What follows belongs to an exercise in optimizing a design on an open flow for small area; a production flow would make more cautious choices. RTL that was checked went through simulation tests only; none was proved equivalent to the original. No activity file was given, so power comes from the tool's default toggle rates.

==> flow/design.v (excerpt) <==
module joystick_axes_to_cursor_motion_unit #(
    parameter int ADC_BITS = 10
) (
    input  logic        clk,
    input  logic        rst_n,
    input  logic        s_axis_tvalid,
    output logic        s_axis_tready,
    input  logic [47:0] s_axis_tdata,
    output logic        m_axis_tvalid,
    input  logic        m_axis_tready,
    output logic [39:0] m_axis_tdata,
    input  logic        cfg_we,
    input  logic [2:0]  cfg_addr,
    input  logic [9:0]  cfg_data
);
export LEC_CHECK = 0
export CAP_MARGIN = 20
export CORE_MARGIN = 2
export CORE_UTILIZATION = 65
export SLEW_MARGIN = 20
create_clock -name core_clock -period 8.0 [get_ports {clk}]
standard.sh (not shown) runs the stock make flow with config.mk's settings and CLKGATE_MAP_FILE= SYNTH_SCRIPT=/design/flow/synth_recipe.tcl, a recipe that flattens the netlist after the stock synthesis.
==> flow/flow/run.sh <==
#!/bin/bash
set -euo pipefail
bash standard.sh \
  "BUFFER_PORTS_ARGS=-buffer_cell sky130_fd_sc_hd__buf_1" \
  "CTS_ARGS=-sink_clustering_enable -repair_clock_nets -dont_use_dummy_load -buf_list sky130_fd_sc_hd__clkbuf_8 -sink_clustering_size 30 -sink_clustering_max_diameter 100" \
  finish > run_standard.log 2>&1
Then changed:
==> flow/flow/run.sh (replaced) <==
#!/bin/bash
set -euo pipefail
bash standard.sh \
  "BUFFER_PORTS_ARGS=-buffer_cell sky130_fd_sc_hd__buf_1" \
  "CTS_ARGS=-sink_clustering_enable -repair_clock_nets -dont_use_dummy_load -buf_list sky130_fd_sc_hd__clkbuf_8" \
  finish > run_standard.log 2>&1
ABC_AREA = 1   (was default)
Utilization fell by 1.3 points; cell area grows by a few percent; setup slack improved by 0.092 ns; final cell count rises by a quarter to a third.

---

Setup of ember:
The RTL this note starts from:
==> flow/design.v <==
package jac_pkg;
    localparam int ADC_BITS_DEF = 10;
endpackage
module joystick_axes_to_cursor_motion_unit #(
    parameter int ADC_BITS = 10
) (
    input  logic        clk,
    input  logic        rst_n,
    input  logic        s_axis_tvalid,
    output logic        s_axis_tready,
    input  logic [47:0] s_axis_tdata,
    output logic        m_axis_tvalid,
    input  logic        m_axis_tready,
    output logic [39:0] m_axis_tdata,
    input  logic        cfg_we,
    input  logic [2:0]  cfg_addr,
    input  logic [9:0]  cfg_data
);
    localparam logic [4:0] PH_IDLE  = 5'd0;
    localparam logic [4:0] PH_START = 5'd1;
    localparam logic [4:0] PH_N1    = 5'd2;    
    localparam logic [4:0] PH_N2    = 5'd3;    
    localparam logic [4:0] PH_S1    = 5'd4;    
    localparam logic [4:0] PH_S2    = 5'd5;    
    localparam logic [4:0] PH_D1    = 5'd6;    
    localparam logic [4:0] PH_D2    = 5'd7;    
    localparam logic [4:0] PH_M100  = 5'd16;    
    localparam logic [4:0] PH_DIVS  = 5'd25;    
    localparam logic [4:0] PH_LDPCT = 5'd8;   
    localparam logic [4:0] PH_DIVD  = 5'd26;   
    localparam logic [4:0] PH_MULP  = 5'd17;   
    localparam logic [4:0] PH_MULMS = 5'd19;   
    localparam logic [4:0] PH_DIV100= 5'd24;   
    localparam logic [4:0] PH_SFIX  = 5'd10;   
    localparam logic [4:0] PH_EMIT  = 5'd18;   
    localparam logic [4:0] PH_FLAG  = 5'd11;
    localparam logic [4:0] PH_ACC   = 5'd12;
    localparam logic [4:0] LF20 = 5'd7;    
    localparam logic [4:0] LF7 = 5'd29;    
    localparam logic [4:0] LF10 = 5'd27;    
    localparam logic [4:0] LF13 = 5'd3;    
    localparam logic [4:0] LF14 = 5'd17;    
    logic [4:0]  ph, ph_n;
    logic [4:0]  cnt, cnt_n;
    logic [1:0]  axis, lane;
    logic [22:0] z, znext;
    logic        zhold;
    logic [9:0]  m;
    logic        neg, zero, seen;
    logic [6:0]  acnt, cval;
    logic [9:0]  org [4];
    logic [9:0]  amin, amax;
    logic [7:0]  mspd, sdiv;
    logic [29:0] outr;    
    logic        oval;
    logic [9:0]  r_i, o_i;
    logic [7:0]  d_eff;
    logic [12:0] f;
    logic [11:0] y;
    logic        sub, rev;
    logic [12:0] sum;
    logic [13:0] cy;
    logic [8:0]  vc;
    logic [7:0]  ac;
    logic [6:0]  acnt_inc;
    logic [12:0] xa, yb;
    logic        ge;
    logic [6:0]  pctfix, sfix;
    logic        mb, ebit;
    logic [7:0]  v, vabs;
    logic        v_gt, v_lt, v_nz;
    logic [6:0]  cnew;
    logic        report;
    logic        last, last3;
    assign lane   = {axis[1], axis[1] ? axis[0] : !axis[0]};
    assign r_i    = s_axis_tdata[lane*10 +: 10];
    assign o_i    = org[lane];
    assign d_eff  = sdiv;
    assign f      = z[22:10];
    assign report = outr[29];
    assign last   = (cnt == 5'd1);
    always_comb
    begin
        ac[0] = 1'b1;
        for (int i = 0; i < 7; i++)
        begin
            acnt_inc[i] = acnt[i] ^ ac[i];
            ac[i+1]     = acnt[i] & ac[i];
        end
    end
    assign last3  = (ph == PH_EMIT) && (axis == 2'd3);
    always_comb
    begin
        if (ph[4])
        begin
            case (ph[1:0])
                2'd0:    y = {8'd100, 4'd0};
                2'd1:    y = {1'b0, m, 1'b0};
                2'd2:    y = {3'd0, d_eff, 1'b0};
                default: y = {mspd, 4'd0};
            endcase
            sub = ph[3] && !f[12];
            rev = 1'b0;
        end
        else
        begin
            y   = {1'b0, o_i, 1'b0};
            rev = neg && (ph == PH_S2 || ph == PH_D2);
            sub = !rev;
        end
        xa     = rev ? ~f : f;
        yb     = sub ? ~{1'b0, y} : {1'b0, y};
        cy[0]  = sub | rev;
        for (int i = 0; i < 13; i++)
        begin
            sum[i]  = xa[i] ^ yb[i] ^ cy[i];
            cy[i+1] = (xa[i] & yb[i]) | (cy[i] & (xa[i] ^ yb[i]));
        end
        ge  = !sum[12];
    end
    always_comb
    begin
        pctfix = zero ? 7'd0 : ((z[7] || z[6:0] >= 7'd100) ? 7'd100 : z[6:0]);
        sfix   = !report ? 7'd0 : ((z[14:7] != 8'd0) ? 7'd127 : z[6:0]);
        ebit   = z[0] ^ (neg & seen);
        mb     = (ph == PH_EMIT) ? ebit : z[0];
        v      = z[10:3];
        v_gt   = !v[7] && (v[6:0] > 7'd5);
        v_lt   = v[7] && (v[6:0] < 7'd123);
        v_nz   = v != 8'd0;
        vc[0]  = v[7];
        for (int i = 0; i < 8; i++)
        begin
            vabs[i]  = (v[i] ^ v[7]) ^ vc[i];
            vc[i+1]  = (v[i] ^ v[7]) & vc[i];
        end
        cnew   = (vabs >= 8'd99) ? 7'd99 : vabs[6:0];
    end
    always_comb
    begin
        if (ph[4] && ph[3])
        begin
            if (ph == PH_DIVD && last)
                znext = {12'd0, z[9:0], ge};
            else
                znext = {sum[11:0], z[9:0], ge};
        end
        else
        begin
            case (ph)
                PH_N1, PH_D1: znext = {2'b0, r_i, 11'd0};
                PH_S1:        znext = {2'b0, neg ? amin : amax, 11'd0};
                PH_D2:        znext = {sum, 10'd0};
                PH_LDPCT:     znext = {12'd0, pctfix, 4'd0};
                PH_SFIX:      znext = {16'd0, sfix};
                default:      znext = (mb && !last3) ? {1'b0, sum, z[9:1]}
                                                     : {1'b0, last3 & ebit, f[11:0], z[9:1]};
            endcase
        end
    end
    assign zhold = (ph == PH_IDLE) || (ph == PH_START) || (ph == PH_FLAG) || (ph == PH_ACC);
    always_comb
    begin
        ph_n  = ph;
        cnt_n = {cnt[3:0], cnt[4] ^ cnt[2]};
        case (ph)
            PH_IDLE:   if (s_axis_tvalid && !oval) ph_n = PH_START;
            PH_START:  ph_n = (acnt == 7'd100) ? PH_N1 : PH_SFIX;
            PH_N1:     ph_n = PH_N2;
            PH_N2:     ph_n = PH_S1;
            PH_S1:     ph_n = PH_S2;
            PH_S2:     ph_n = PH_D1;
            PH_D1:     ph_n = PH_D2;
            PH_D2:     begin ph_n = PH_M100; cnt_n = LF20; end
            PH_M100:   if (last) begin ph_n = PH_DIVS; cnt_n = LF7; end
            PH_DIVS:   if (last) ph_n = PH_LDPCT;
            PH_LDPCT:  begin ph_n = PH_DIVD; cnt_n = LF7; end
            PH_DIVD:   if (last) begin ph_n = PH_MULP; cnt_n = LF10; end
            PH_MULP:   if (last) begin ph_n = PH_MULMS; cnt_n = LF13; end
            PH_MULMS:  if (last) begin ph_n = PH_DIV100; cnt_n = LF14; end
            PH_DIV100: if (last) ph_n = PH_SFIX;
            PH_SFIX:   begin ph_n = PH_EMIT; cnt_n = LF7; end
            PH_EMIT:   if (last) ph_n = PH_FLAG;
            PH_FLAG:   ph_n = (axis == 2'd3) ? PH_ACC : (report ? PH_N1 : PH_SFIX);
            PH_ACC:    ph_n = PH_IDLE;
            default:   ph_n = PH_IDLE;
        endcase
    end
    assign s_axis_tready = (ph == PH_ACC);
    always_ff @(posedge clk or negedge rst_n)
    begin
        if (!rst_n)
        begin
            ph   <= PH_IDLE;
            oval <= 1'b0;
            acnt <= 7'd0;
            cval <= 7'd0;
            for (int i = 0; i < 4; i++)
                org[i] <= 10'd512;
            amin <= 10'd0;
            amax <= 10'd1023;
            mspd <= 8'd2;
            sdiv <= 8'd20;
        end
        else
        begin
            ph <= ph_n;
            if (ph == PH_ACC)
            begin
                oval <= 1'b1;
                acnt <= report ? cval : acnt_inc;
            end
            else if (m_axis_tready)
                oval <= 1'b0;
            if (ph == PH_FLAG && v_nz && !axis[1])
                cval <= cnew;
            if (cfg_we)
            begin
                case (cfg_addr)
                    3'd0: org[0] <= cfg_data;
                    3'd1: org[1] <= cfg_data;
                    3'd2: org[2] <= cfg_data;
                    3'd3: org[3] <= cfg_data;
                    3'd4: amin   <= cfg_data;
                    3'd5: amax   <= cfg_data;
                    3'd6: mspd   <= cfg_data[7:0];
                    3'd7: sdiv   <= {cfg_data[7:1], cfg_data[0] | (cfg_data[7:1] == 7'd0)};
                    default: ;
                endcase
            end
        end
    end
    always_ff @(posedge clk)
    begin
        cnt <= cnt_n;
        z[22]    <= znext[22];
        z[13:0]  <= znext[13:0];
        if (!zhold)
            z[21:14] <= znext[21:14];
        seen <= (ph != PH_SFIX) && (seen || z[0]);
        case (ph)
            PH_START:
            begin
                outr[29] <= acnt == 7'd100;
                outr[28] <= !s_axis_tdata[40];
                axis     <= 2'd0;
            end
            PH_N2:     neg <= !ge;
            PH_S2:
            begin
                m    <= sum[10:1];
                zero <= !ge || (sum[10:1] == 10'd0);
            end
            PH_LDPCT:  m <= {3'd0, pctfix};
            PH_FLAG:
            begin
                axis <= {axis[1] ^ axis[0], !axis[0]};
                if (axis == 2'd0)
                begin
                    outr[26] <= v_gt;
                    outr[27] <= v_lt;
                end
                if (axis == 2'd1)
                begin
                    outr[24] <= v_gt;
                    outr[25] <= v_lt;
                end
            end
            default: ;
        endcase
        if (ph == PH_EMIT)
        begin
            if (axis != 2'd3)
                outr[23:0] <= {ebit, outr[23:1]};
        end
    end
    assign m_axis_tvalid = oval;
    assign m_axis_tdata  = {2'b00, outr[29:28], outr[27:24], z[21:14], outr[23:16], outr[7:0], outr[15:8]};
endmodule
Settings: LEC_CHECK=0, CAP_MARGIN=20, CORE_MARGIN=2, CORE_UTILIZATION=65, SLEW_MARGIN=20; clock period 8.0 ns.
==> flow/flow/run.sh <==
#!/bin/bash
set -euo pipefail
bash standard.sh \
  "BUFFER_PORTS_ARGS=-buffer_cell sky130_fd_sc_hd__buf_1" \
  "CTS_ARGS=-sink_clustering_enable -sink_clustering_levels 1 -sink_clustering_size 40 -sink_clustering_max_diameter 150 -repair_clock_nets -dont_use_dummy_load -buf_list sky130_fd_sc_hd__clkbuf_16" \
  finish > run_standard.log 2>&1
ember: done, clean on timing, DRC and antenna
Modified inputs, nickel compared to ember
==> flow/flow/run.sh <==
#!/bin/bash
set -euo pipefail
bash standard.sh \
  "BUFFER_PORTS_ARGS=-buffer_cell sky130_fd_sc_hd__buf_1" \
  "CTS_ARGS=-repair_clock_nets -dont_use_dummy_load -buf_list sky130_fd_sc_hd__clkbuf_8" \
  finish > run_standard.log 2>&1
==> run summary <==
nickel vs. ember: sequential share of layout area climbed 0.87 points, average wire per standard cell dropped 0.32 um, global-route met2 utilization dropped 0.59 points, count of multi-input gates barely changed, final-layout worst hold slack barely changed. There was hardly any difference in remaining global-route overflow between ember and nickel. nickel vs ember: area of all placed cells without fillers down in nickel. Between ember and nickel, the flow reports worst-case vdd ir drop decreasing by a little under 10%. Comparing nickel and ember, the higher utilization after layout was measured on ember. There was hardly any difference in die area between ember and nickel.
diff inputs: nickel => willow
==> flow/flow/run.sh <==
#!/bin/bash
set -euo pipefail
bash standard.sh \
  "BUFFER_PORTS_ARGS=-buffer_cell sky130_fd_sc_hd__buf_1" \
  "CTS_ARGS=-sink_clustering_enable -repair_clock_nets -dont_use_dummy_load -buf_list sky130_fd_sc_hd__clkbuf_8" \
  finish > run_standard.log 2>&1
==> comparison <==
Re count of vias placed by the detailed router: no difference whatsoever between willow and nickel. As far as max-slew violation total from the final report goes, nickel and willow are indistinguishable; the numbers are identical. As far as number of setup violations in the final report goes, willow and nickel are indistinguishable; the numbers are identical. Comparing willow against nickel, there is no change at all in count of clock-buffer cells in the layout.

---

== v17 ==
Another version of the RTL of joystick_axes_to_cursor_motion_unit (not shown whole).
Size in the first run: about 170 flip-flops, about 9600 um2 of cells after synthesis.
export LEC_CHECK = 0
export CAP_MARGIN = 20
export CORE_MARGIN = 2
export CORE_UTILIZATION = 40
export SLEW_MARGIN = 20
create_clock -name core_clock -period 8.0 [get_ports {clk}]
==> flow/flow/run.sh <==
#!/bin/bash
set -euo pipefail
bash standard.sh \
  "BUFFER_PORTS_ARGS=-buffer_cell sky130_fd_sc_hd__buf_1" \
  "CTS_ARGS=-sink_clustering_enable -repair_clock_nets -dont_use_dummy_load -buf_list sky130_fd_sc_hd__clkbuf_8 -sink_clustering_size 30" \
  finish > run_standard.log 2>&1
In summary, v17 completed successfully, with a layout that passed the timing, DRC and antenna checks.
Edits applied to the flow inputs when going from v17 to v42:
==> flow/flow/run.sh <==
#!/bin/bash
set -euo pipefail
bash standard.sh \
  "BUFFER_PORTS_ARGS=-buffer_cell sky130_fd_sc_hd__buf_1" \
  "CTS_ARGS=-sink_clustering_enable -repair_clock_nets -dont_use_dummy_load -buf_list sky130_fd_sc_hd__clkbuf_4 sky130_fd_sc_hd__clkbuf_8" \
  finish > run_standard.log 2>&1
Findings:
Run status, v42: aborted in clock tree synthesis (4_1_cts), error STA-0564. Mapped cell area came out exactly the same in v42 and v17. Quantity of I/O buffers inserted on ports: v42 vs v17 — no meaningful difference. Die width delta (v42 -> v17): insignificant.
--- input diff v42..v47 ---
==> flow/flow/run.sh <==
#!/bin/bash
set -euo pipefail
bash standard.sh \
  "BUFFER_PORTS_ARGS=-buffer_cell sky130_fd_sc_hd__buf_1" \
  "CTS_ARGS=-sink_clustering_enable -repair_clock_nets -dont_use_dummy_load -buf_list {sky130_fd_sc_hd__clkbuf_4 sky130_fd_sc_hd__clkbuf_8}" \
  finish > run_standard.log 2>&1
### Flow results
- v47 went all the way through the flow, and no timing, DRC or antenna check failed.
- There was hardly any difference in number of placed instances, taps included between v47 and v42.
- Per the comparison of v47 with v42, number of register bits inferred by synthesis level; post-synthesis cell area roughly the same.
No run of this note included a check of the RTL's function; only the layout flow was run.

---

## pepper
Another version of the RTL of joystick_axes_to_cursor_motion_unit (not shown whole).
Size: about 810 cells after synthesis, roughly 170 flip-flops, ~0.0091 mm^2 of cells after synthesis.
export LEC_CHECK = 0
export CAP_MARGIN = 20
export CORE_MARGIN = 2
export CORE_UTILIZATION = 55
export SLEW_MARGIN = 20
create_clock -name core_clock -period 8.0 [get_ports {clk}]
==> flow/flow/run.sh <==
#!/bin/bash
set -euo pipefail
bash standard.sh \
  "BUFFER_PORTS_ARGS=-buffer_cell sky130_fd_sc_hd__buf_1" \
  "CTS_ARGS=-sink_clustering_enable -repair_clock_nets -dont_use_dummy_load -buf_list sky130_fd_sc_hd__clkbuf_8" \
  finish > run_standard.log 2>&1
Modified inputs, maple compared to pepper
- a change of CORE_UTILIZATION from 55 to 75
### Flow results
Die area | maple < pepper. The sequential share of layout area in maple was higher than what pepper gave. Going from pepper to maple, the worst setup margin was found to have gone down by 0.093 ns.

afterwards: timing with drivers on the ports:
Ports are ideal in the flow. The routed layouts listed here were re-timed in OpenROAD. Step 1 (the two cells are an assumption about what drives the block):
set clk [get_ports {clk}]
set_driving_cell -lib_cell sky130_fd_sc_hd__clkbuf_16 $clk
set_driving_cell -lib_cell sky130_fd_sc_hd__buf_2 [delete_from_list [all_inputs] $clk]
Step 2 adds t to the input delays and takes it off the output delays; t is the mean of the earliest and latest rising clock arrival at the registers after step 1. Input paths then give back, and output paths get back, about the clock's delay inside the block. a / b / c = ideal / step 1 / step 2; a / b = the first two.
run	t (ns)	setup WS [ns]	cell pins on the clock port's net
the first run of note 1	0.484	0.901 / 0.901 / 0.901	1
the second run of note 1	0.499	0.993 / 0.993 / 0.993	1
ember	0.463	0.760 / 0.760 / 0.760	1
nickel	0.488	0.770 / 0.770 / 0.770	1
willow	0.488	0.770 / 0.770 / 0.770	1
v17	0.498	2.298 / 2.298 / 2.298	1
v47	0.498	2.298 / 2.298 / 2.298	1
pepper	0.487	1.041 / 1.041 / 1.041	1
maple	0.495	0.949 / 0.949 / 0.949	1
After both steps every run listed still meets setup and hold.
